This design comes from an exercise in tuning for a short achievable clock period and few clock cycles per item on the open sky130 flow, not from production work. RTL that was checked went through simulation tests only; none was proved equivalent to the original. Power figures rest on the tool's default switching activity, not on a simulated workload.

Setup of job 7186:
## wbe_mem_top
module wbe_mem_top #(
    parameter int ADDR_W      = 6,
    parameter int DATA_W      = 32,
    parameter int REQ_DEPTH   = 4,
    parameter int RSP_CREDITS = 2,
    parameter int LANES       = DATA_W / 8
) (
    input  logic              clk,
    input  logic              rst,
    input  logic              req_valid,
    input  logic [ADDR_W-1:0] req_addr,
    input  logic [LANES-1:0]  req_be,
    input  logic [DATA_W-1:0] req_wdata,
    input  logic              rsp_credit,
    output logic              req_credit,
    output logic              rsp_valid,
    output logic [DATA_W-1:0] rsp_rdata
);
    localparam int DEPTH  = 2 ** ADDR_W;
    localparam int GROUPS = 4;
    logic                     s_valid;
    logic [DEPTH-1:0]         s_sel;
    logic [LANES-1:0]         s_be;
    logic [DATA_W-1:0]        s_wdata;
    logic [GROUPS*DATA_W-1:0] part;
    req_credit_fifo #(
        .ADDR_W (ADDR_W),
        .DATA_W (DATA_W)
    ) u_fifo (
        .clk       (clk),
        .rst       (rst),
        .req_valid (req_valid),
        .req_addr  (req_addr),
        .req_be    (req_be),
        .req_wdata (req_wdata),
        .s_valid   (s_valid),
        .s_sel     (s_sel),
        .s_be      (s_be),
        .s_wdata   (s_wdata)
    );
    wbe_sram #(
        .ADDR_W (ADDR_W),
        .DATA_W (DATA_W),
        .GROUPS (GROUPS)
    ) u_sram (
        .clk   (clk),
        .sel   (s_sel),
        .be    (s_be),
        .wdata (s_wdata),
        .part  (part)
    );
    mem_issue_ctrl #(
        .RSP_CREDITS (RSP_CREDITS),
        .DATA_W      (DATA_W),
        .GROUPS      (GROUPS),
        .QDEPTH      (REQ_DEPTH - 1)
    ) u_ctrl (
        .clk        (clk),
        .rst        (rst),
        .s_valid    (s_valid),
        .part       (part),
  ...
==> flow/config.mk <==
export PLATFORM = sky130hd
export DESIGN_NAME = wbe_mem_top
export DESIGN_NICKNAME = wbe_mem_top
export VERILOG_FILES = /design/flow/design.v
export SDC_FILE = /design/flow/constraint.sdc
export NUM_CORES = 4
export LEC_CHECK = 0
export ABC_CLOCK_PERIOD_IN_PS = 2000
export CAP_MARGIN = 20
export CORE_MARGIN = 2
export CORE_UTILIZATION = 65
export CTS_CLUSTER_DIAMETER = 100
export CTS_CLUSTER_SIZE = 28
export PLACE_DENSITY = 0.75
export SETUP_SLACK_MARGIN = 2.3
export SLEW_MARGIN = 20
==> flow/constraint.sdc <==
create_clock -name core_clock -period 4.3 [get_ports {clk}]
set_input_delay 0.8600 -clock core_clock [delete_from_list [all_inputs] [get_ports {clk}]]
set_output_delay 0.8600 -clock core_clock [all_outputs]
set_load 0.01 [all_outputs]
standard.sh (not shown) runs the stock make flow with config.mk's settings and CLKGATE_MAP_FILE= SYNTH_SCRIPT=/design/flow/synth_recipe.tcl, a recipe that flattens the netlist after the stock synthesis.
==> flow/flow/run.sh <==
#!/bin/bash
# Standard ORFS layout, with the clock tree routed on the thick upper
# metal layers. Each tool's output stays in orfs/logs; make's own
# output goes to flow_make.log.
set -euo pipefail
bash standard.sh MIN_CLK_ROUTING_LAYER=met4 finish > flow_make.log 2>&1
Testbench counts of job 7186, summed over its fixed seeds: cycles 4,120, items 4,096.
What job 4275 does differently from job 7186 at the input level:
Settings: CTS_CLUSTER_DIAMETER: 100 -> 80; CTS_CLUSTER_SIZE: 28 -> 32.
==> flow/run.sh (new file) <==
#!/bin/bash
# synth_recipe.tcl (not shown) runs the flow's synth.tcl, then flattens the netlist and writes it again
# the make line also repeats each setting of config.mk as NAME=value (left out here)
make -C /OpenROAD-flow-scripts/flow DESIGN_CONFIG=/design/flow/config.mk WORK_HOME=/design/flow/orfs CLKGATE_MAP_FILE= SYNTH_SCRIPT=/design/flow/synth_recipe.tcl finish
removed: flow/flow/run.sh
removed: flow/standard.sh
Findings:
- Job 4275 did not stop at any stage, and its layout met the timing, DRC and antenna checks.
- Job 4275 -> job 7186: flip-flop and latch count delta 0, exact match
- In job 4275 the number of filler instances in the final layout turned out 48 lower than in job 7186.
- Per the comparison of job 4275 with job 7186, ratio of final minimum period to clock period now sits higher, setup slack now sits lower, final area now sits at about the same level, routing usage on met1 now sits higher, area added between synthesis and finish now sits higher.
- Job 7186 → job 4275: power dissipated in combinational cells about even; data-path buffer share of cell area in the final layout has remained practically unchanged; power shows an increase of 1.1%; die area essentially unchanged.
Input-level comparison between job 6723 and job 4275:
Settings: CTS_CLUSTER_DIAMETER: 80 -> 100; CTS_CLUSTER_SIZE: 32 -> 28.
Notes after the runs:
Re clock power: job 6723 is about 4% down on job 4275.
As far as final design area excluding fillers is concerned, job 4275 and job 6723 perform about the same.
Sort job 6723 and job 4275 by global routing met2 resource utilization, ascending, and job 4275 comes first.
~same wire length in job 6723 and job 4275
Against job 4275, minimum clock period after layout in job 6723 came out better.
Job 4275 → job 6723: largest incremental delay on the critical path level; routed length on met3 about even.
diff inputs: job 6723 => job 9027
Settings: CTS_CLUSTER_DIAMETER: 100 -> 60; CTS_CLUSTER_SIZE: 28 -> 34.
==> comparison <==
Layout checks on job 9027: not met. Flow itself completed; violations: antenna violations.
| hold slack | job 9027 vs job 6723 | 0.011 ns lower |
Going from job 6723 to job 9027, the global-route wire length before repair was found to have gone up by about 0.65%.
Share of the clock period used by the worst path in job 9027 is 0.64 points higher than in job 6723
Summary — clock network power share, job 9027 relative to job 6723: higher, by 6.2 points.
In the flow results for job 9027 and job 6723, the cell area after layout is smaller on job 6723.
Comparing job 9027 and job 6723, the lower combinational power is on job 6723.
Against job 6723 as the reference, job 9027 delivers a lower logic gate share of total power.
The final reports for job 9027 and job 6723 show setup fix buffers added after clock tree synthesis lower in the former.
From job 6723 to job 9027 the numbers moved as follows: met2 layer usage reported by global route essentially unchanged, utilization +1.6 points.

The RTL this note starts from:
==> flow/design.v <==
`default_nettype none
module req_credit_fifo #(
    parameter int ADDR_W = 6,
    parameter int DATA_W = 32,
    parameter int LANES  = DATA_W / 8,
    parameter int DEPTH  = 2 ** ADDR_W
) (
    input  logic                   clk,
    input  logic                   rst,
    input  logic                   req_valid,
    input  logic [ADDR_W-1:0]      req_addr,
    input  logic [LANES-1:0]       req_be,
    input  logic [DATA_W-1:0]      req_wdata,
    output logic                   s_valid,    
    output logic [DEPTH-1:0]       s_sel,      
    output logic [DEPTH*LANES-1:0] s_we,       
    output logic [DATA_W-1:0]      s_wdata
);
    always_ff @(posedge clk) begin
        for (int i = 0; i < DEPTH; i++) begin
            s_sel[i] <= (req_addr == ADDR_W'(i));
            for (int l = 0; l < LANES; l++) begin
                s_we[i*LANES + l] <= req_valid && req_be[l] && (req_addr == ADDR_W'(i));
            end
        end
        s_wdata <= req_wdata;
    end
    always_ff @(posedge clk) begin
        if (rst) begin
            s_valid <= 1'b0;
        end else begin
            s_valid <= req_valid;
        end
    end
endmodule
`default_nettype wire
`default_nettype none
module wbe_sram #(
    parameter int ADDR_W = 6,
    parameter int DATA_W = 32,
    parameter int LANES  = DATA_W / 8,
    parameter int DEPTH  = 2 ** ADDR_W,
    parameter int GROUPS = 4
) (
    input  logic                     clk,
    input  logic [DEPTH-1:0]         sel,
    input  logic [DEPTH*LANES-1:0]   we,
    input  logic [DATA_W-1:0]        wdata,
    output logic [GROUPS*DATA_W-1:0] part
);
    localparam int PER_GROUP = DEPTH / GROUPS;
    logic [DATA_W-1:0] words [DEPTH];    
    for (genvar w = 0; w < DEPTH; w++) begin : g_word
        for (genvar l = 0; l < LANES; l++) begin : g_lane
            always_ff @(posedge clk) begin
                if (we[w*LANES + l]) begin
                    words[w][l*8 +: 8] <= wdata[l*8 +: 8];
                end
            end
        end
    end
    always_ff @(posedge clk) begin
        for (int g = 0; g < GROUPS; g++) begin
            logic [DATA_W-1:0] acc;
            acc = '0;
            for (int k = 0; k < PER_GROUP; k++) begin
                acc = acc | ({DATA_W{sel[g*PER_GROUP + k]}} & words[g*PER_GROUP + k]);
            end
            part[g*DATA_W +: DATA_W] <= acc;
        end
    end
endmodule
`default_nettype wire
`default_nettype none
module mem_issue_ctrl #(
    parameter int RSP_CREDITS = 2,
    parameter int DATA_W      = 32,
    parameter int GROUPS      = 4,
    parameter int QDEPTH      = 3
) (
    input  logic                     clk,
    input  logic                     rst,
    input  logic                     s_valid,    
    input  logic [GROUPS*DATA_W-1:0] part,       
    input  logic                     rsp_credit,
    output logic                     req_credit,
    output logic                     rsp_valid,
    output logic [DATA_W-1:0]        rsp_rdata
);
    localparam int CNT_W = $clog2(RSP_CREDITS + 1);
    localparam int QN_W  = $clog2(QDEPTH + 1);
    logic              r_valid;                  
    logic [DATA_W-1:0] r_data;
    logic              head_wait;                
    logic [DATA_W-1:0] head_keep;                
    logic [DATA_W-1:0] head_nxt;
    logic [DATA_W-1:0] q_data [QDEPTH];          
    logic [QN_W-1:0]   q_cnt;
    logic [CNT_W-1:0]  slots_left;               
    logic              head_free;
    logic              head_valid_nxt;
    logic              send_nxt;
    always_comb begin
        r_data = '0;
        for (int g = 0; g < GROUPS; g++) begin
            r_data = r_data | part[g*DATA_W +: DATA_W];
        end
    end
    assign head_free      = !head_wait;
    assign head_valid_nxt = head_wait || (q_cnt != '0) || r_valid;
    assign send_nxt       = head_valid_nxt && ((slots_left != '0) || rsp_credit);
    assign req_credit = rsp_valid;
    assign head_nxt = (q_cnt != '0) ? q_data[0] : r_data;
    always_ff @(posedge clk) begin
        rsp_rdata <= head_free ? head_nxt : head_keep;
        if (head_free && head_valid_nxt) begin
            head_keep <= head_nxt;
        end
        for (int k = 0; k < QDEPTH; k++) begin
            if (head_free && q_cnt != '0) begin
                if (r_valid && q_cnt == QN_W'(k + 1)) begin
                    q_data[k] <= r_data;
                end else if (k + 1 < QDEPTH) begin
                    q_data[k] <= q_data[k + 1];
                end
            end else if (!head_free && r_valid && q_cnt == QN_W'(k)) begin
                q_data[k] <= r_data;
            end
        end
    end
    always_ff @(posedge clk) begin
        if (rst) begin
            r_valid    <= 1'b0;
            head_wait  <= 1'b0;
            q_cnt      <= '0;
            slots_left <= CNT_W'(RSP_CREDITS);
            rsp_valid  <= 1'b0;
        end else begin
            r_valid    <= s_valid;
            head_wait  <= head_valid_nxt && !send_nxt;
            if (head_free) begin
                if (q_cnt != '0 && !r_valid) q_cnt <= q_cnt - 1'b1;
            end else if (r_valid) begin
                q_cnt <= q_cnt + 1'b1;
            end
            slots_left <= slots_left + CNT_W'(rsp_credit) - CNT_W'(send_nxt);
            rsp_valid  <= send_nxt;
        end
    end
endmodule
`default_nettype wire
`default_nettype none
module wbe_mem_top #(
    parameter int ADDR_W      = 6,
    parameter int DATA_W      = 32,
    parameter int REQ_DEPTH   = 4,
    parameter int RSP_CREDITS = 2,
    parameter int LANES       = DATA_W / 8
) (
    input  logic              clk,
    input  logic              rst,
    input  logic              req_valid,
    input  logic [ADDR_W-1:0] req_addr,
    input  logic [LANES-1:0]  req_be,
    input  logic [DATA_W-1:0] req_wdata,
    input  logic              rsp_credit,
    output logic              req_credit,
    output logic              rsp_valid,
    output logic [DATA_W-1:0] rsp_rdata
);
    localparam int DEPTH  = 2 ** ADDR_W;
    localparam int GROUPS = 4;
    logic                     s_valid;
    logic [DEPTH-1:0]         s_sel;
    logic [DEPTH*LANES-1:0]   s_we;
    logic [DATA_W-1:0]        s_wdata;
    logic [GROUPS*DATA_W-1:0] part;
    req_credit_fifo #(
        .ADDR_W (ADDR_W),
        .DATA_W (DATA_W)
    ) u_fifo (
        .clk       (clk),
        .rst       (rst),
        .req_valid (req_valid),
        .req_addr  (req_addr),
        .req_be    (req_be),
        .req_wdata (req_wdata),
        .s_valid   (s_valid),
        .s_sel     (s_sel),
        .s_we      (s_we),
        .s_wdata   (s_wdata)
    );
    wbe_sram #(
        .ADDR_W (ADDR_W),
        .DATA_W (DATA_W),
        .GROUPS (GROUPS)
    ) u_sram (
        .clk   (clk),
        .sel   (s_sel),
        .we    (s_we),
        .wdata (s_wdata),
        .part  (part)
    );
    mem_issue_ctrl #(
        .RSP_CREDITS (RSP_CREDITS),
        .DATA_W      (DATA_W),
        .GROUPS      (GROUPS),
        .QDEPTH      (REQ_DEPTH - 1)
    ) u_ctrl (
        .clk        (clk),
        .rst        (rst),
        .s_valid    (s_valid),
        .part       (part),
        .rsp_credit (rsp_credit),
        .req_credit (req_credit),
        .rsp_valid  (rsp_valid),
        .rsp_rdata  (rsp_rdata)
    );
endmodule
`default_nettype wire
export LEC_CHECK = 0
export ABC_CLOCK_PERIOD_IN_PS = 2000
export CAP_MARGIN = 20
export CORE_MARGIN = 2
export CORE_UTILIZATION = 65
export CTS_CLUSTER_DIAMETER = 100
export CTS_CLUSTER_SIZE = 28
export PLACE_DENSITY = 0.75
export SETUP_SLACK_MARGIN = 2.3
export SLEW_MARGIN = 20
create_clock -name core_clock -period 4.3 [get_ports {clk}]
==> flow/flow/run.sh <==
#!/bin/bash
# The standard layout, with one step added after placement: each
# flip-flop that drives an output port's buffer is moved next to that
# buffer and the placement legalised again, before clock tree synthesis.
# Each tool keeps its own log under orfs/logs; make's output and the
# added step's output go to the log files named below.
set -euo pipefail
R=orfs/results/$FLOW_PLATFORM/wbe_mem_top/base
bash standard.sh place > make_place.log 2>&1
PULL_DB=$R/3_place.odb PULL_OUT=$R/3_place.odb \
  openroad -no_init -exit flow/pull_out_flops.tcl > pull_out_flops.log 2>&1
bash standard.sh finish > make_finish.log 2>&1
==> flow/flow/pull_out_flops.tcl <==
# Move each flip-flop that drives an output port's buffer next to that
# buffer, then legalise. Reads and writes the placed design given in
# PULL_DB.
read_db $::env(PULL_DB)
set block [ord::get_db_block]
set moved 0
foreach bterm [$block getBTerms] {
  if {[$bterm getIoType] ne "OUTPUT"} { continue }
  set net [$bterm getNet]
  foreach it [$net getITerms] {
    if {![$it isOutputSignal]} { continue }
    set buf [$it getInst]
    foreach bi [$buf getITerms] {
      if {![$bi isInputSignal]} { continue }
      set n2 [$bi getNet]
      if {$n2 eq "NULL"} { continue }
      foreach di [$n2 getITerms] {
        if {![$di isOutputSignal]} { continue }
        set ff [$di getInst]
        if {![$ff isPlaced] || [$ff isFixed]} { continue }
        if {![string match "*df*" [[$ff getMaster] getName]]} { continue }
        lassign [$buf getLocation] bx by
        $ff setLocation $bx $by
        incr moved
        puts "moved [$ff getName] to $bx $by (buffer [$buf getName])"
      }
    }
  }
}
puts "moved $moved flip-flops"
detailed_placement
check_placement -verbose
write_db $::env(PULL_OUT)
The baseline ran to the end with no violations.
Rerun with:
--- a/flow/flow/run.sh
+++ b/flow/flow/run.sh
@@ -9 +9 @@
-bash standard.sh place > make_place.log 2>&1
+bash standard.sh MATCH_CELL_FOOTPRINT=0 place > make_place.log 2>&1
@@ -12 +12 @@
-bash standard.sh finish > make_finish.log 2>&1
+bash standard.sh MATCH_CELL_FOOTPRINT=0 finish > make_finish.log 2>&1
Settings changed: SETUP_SLACK_MARGIN 2.3 to 2.5.
The changed run completed and failed the layout checks on antenna rules.
Power grows by 2.0%.
Cell count grows by 0.45%.
Clock-buffer cell count grows by 3.
Non-clock buffer count grows by 14.
Setup slack got worse by 0.015 ns.
Final area grows by 0.75%.
Rerun with:
==> flow/run.sh (new file) <==
#!/bin/bash
# synth_recipe.tcl (not shown) runs the flow's synth.tcl, then flattens the netlist and writes it again
# the make line also repeats each setting of config.mk as NAME=value (left out here)
make -C /OpenROAD-flow-scripts/flow DESIGN_CONFIG=/design/flow/config.mk WORK_HOME=/design/flow/orfs CLKGATE_MAP_FILE= SYNTH_SCRIPT=/design/flow/synth_recipe.tcl finish
Settings changed: SETUP_SLACK_MARGIN 2.5 to 2.3.
removed: flow/flow/run.sh
removed: flow/flow/pull_out_flops.tcl
removed: flow/standard.sh
This time the run went through all stages and came out clean.
Cell count came out lower by 0.33%.
Power drops by 2.5%.
Hold slack hardly moves.
Core utilization shrinks by 0.58 points.
Clock-buffer cell count fell by 4.
No functional check of the RTL was part of any run of this note.

re-timing with driven ports:
No port has a modelled driver above. Below, the same layouts with a new extraction and two added sets of constraints. Step 1 sets driving cells, clkbuf_16 on the clock port and buf_2 on the other inputs (assumed; they add their load-dependent delay and slew). Step 2 also shifts input and output timing later by t, the mid clock arrival at the registers, as if the neighbouring blocks saw the same clock. Slacks: ideal / step 1 / step 2; pairs: ideal / step 1.
| run | t, ns | setup WS [ns] | worst hold slack (ns) | worst slew at a driven data input, ns | cell pins on the clock port's net |
|---|---|---|---|---|---|
| job 7186 | 0.820 | 2.201 / 2.122 / 1.782 | 0.460 / 0.460 / 0.460 | 0.16 | 1 |
| job 4275 | 0.824 | 2.187 / 2.108 / 1.839 | 0.462 / 0.459 / 0.462 | 0.16 | 1 |
| job 6723 | 0.834 | 2.194 / 2.111 / 1.856 | 0.459 / 0.459 / 0.459 | 0.15 | 1 |
| job 9027 | 0.869 | 2.166 / 2.085 / 1.886 | 0.448 / 0.418 / 0.448 | 0.15 | 1 |
| the first run of note 2 | 0.832 | 2.209 / 2.133 / 1.359 | 0.460 / 0.456 / 0.460 | 0.26 | 1 |
| the second run of note 2 | 0.843 | 2.195 / 2.111 / 1.572 | 0.457 / 0.444 / 0.457 | 0.28 | 1 |
| the third run of note 2 | 0.830 | 2.214 / 2.137 / 1.407 | 0.456 / 0.456 / 0.456 | 0.23 | 1 |
The setup slack of the first run of note 2, which loses most, moves by -0.076 ns with the drivers and by -0.850 ns with both steps.
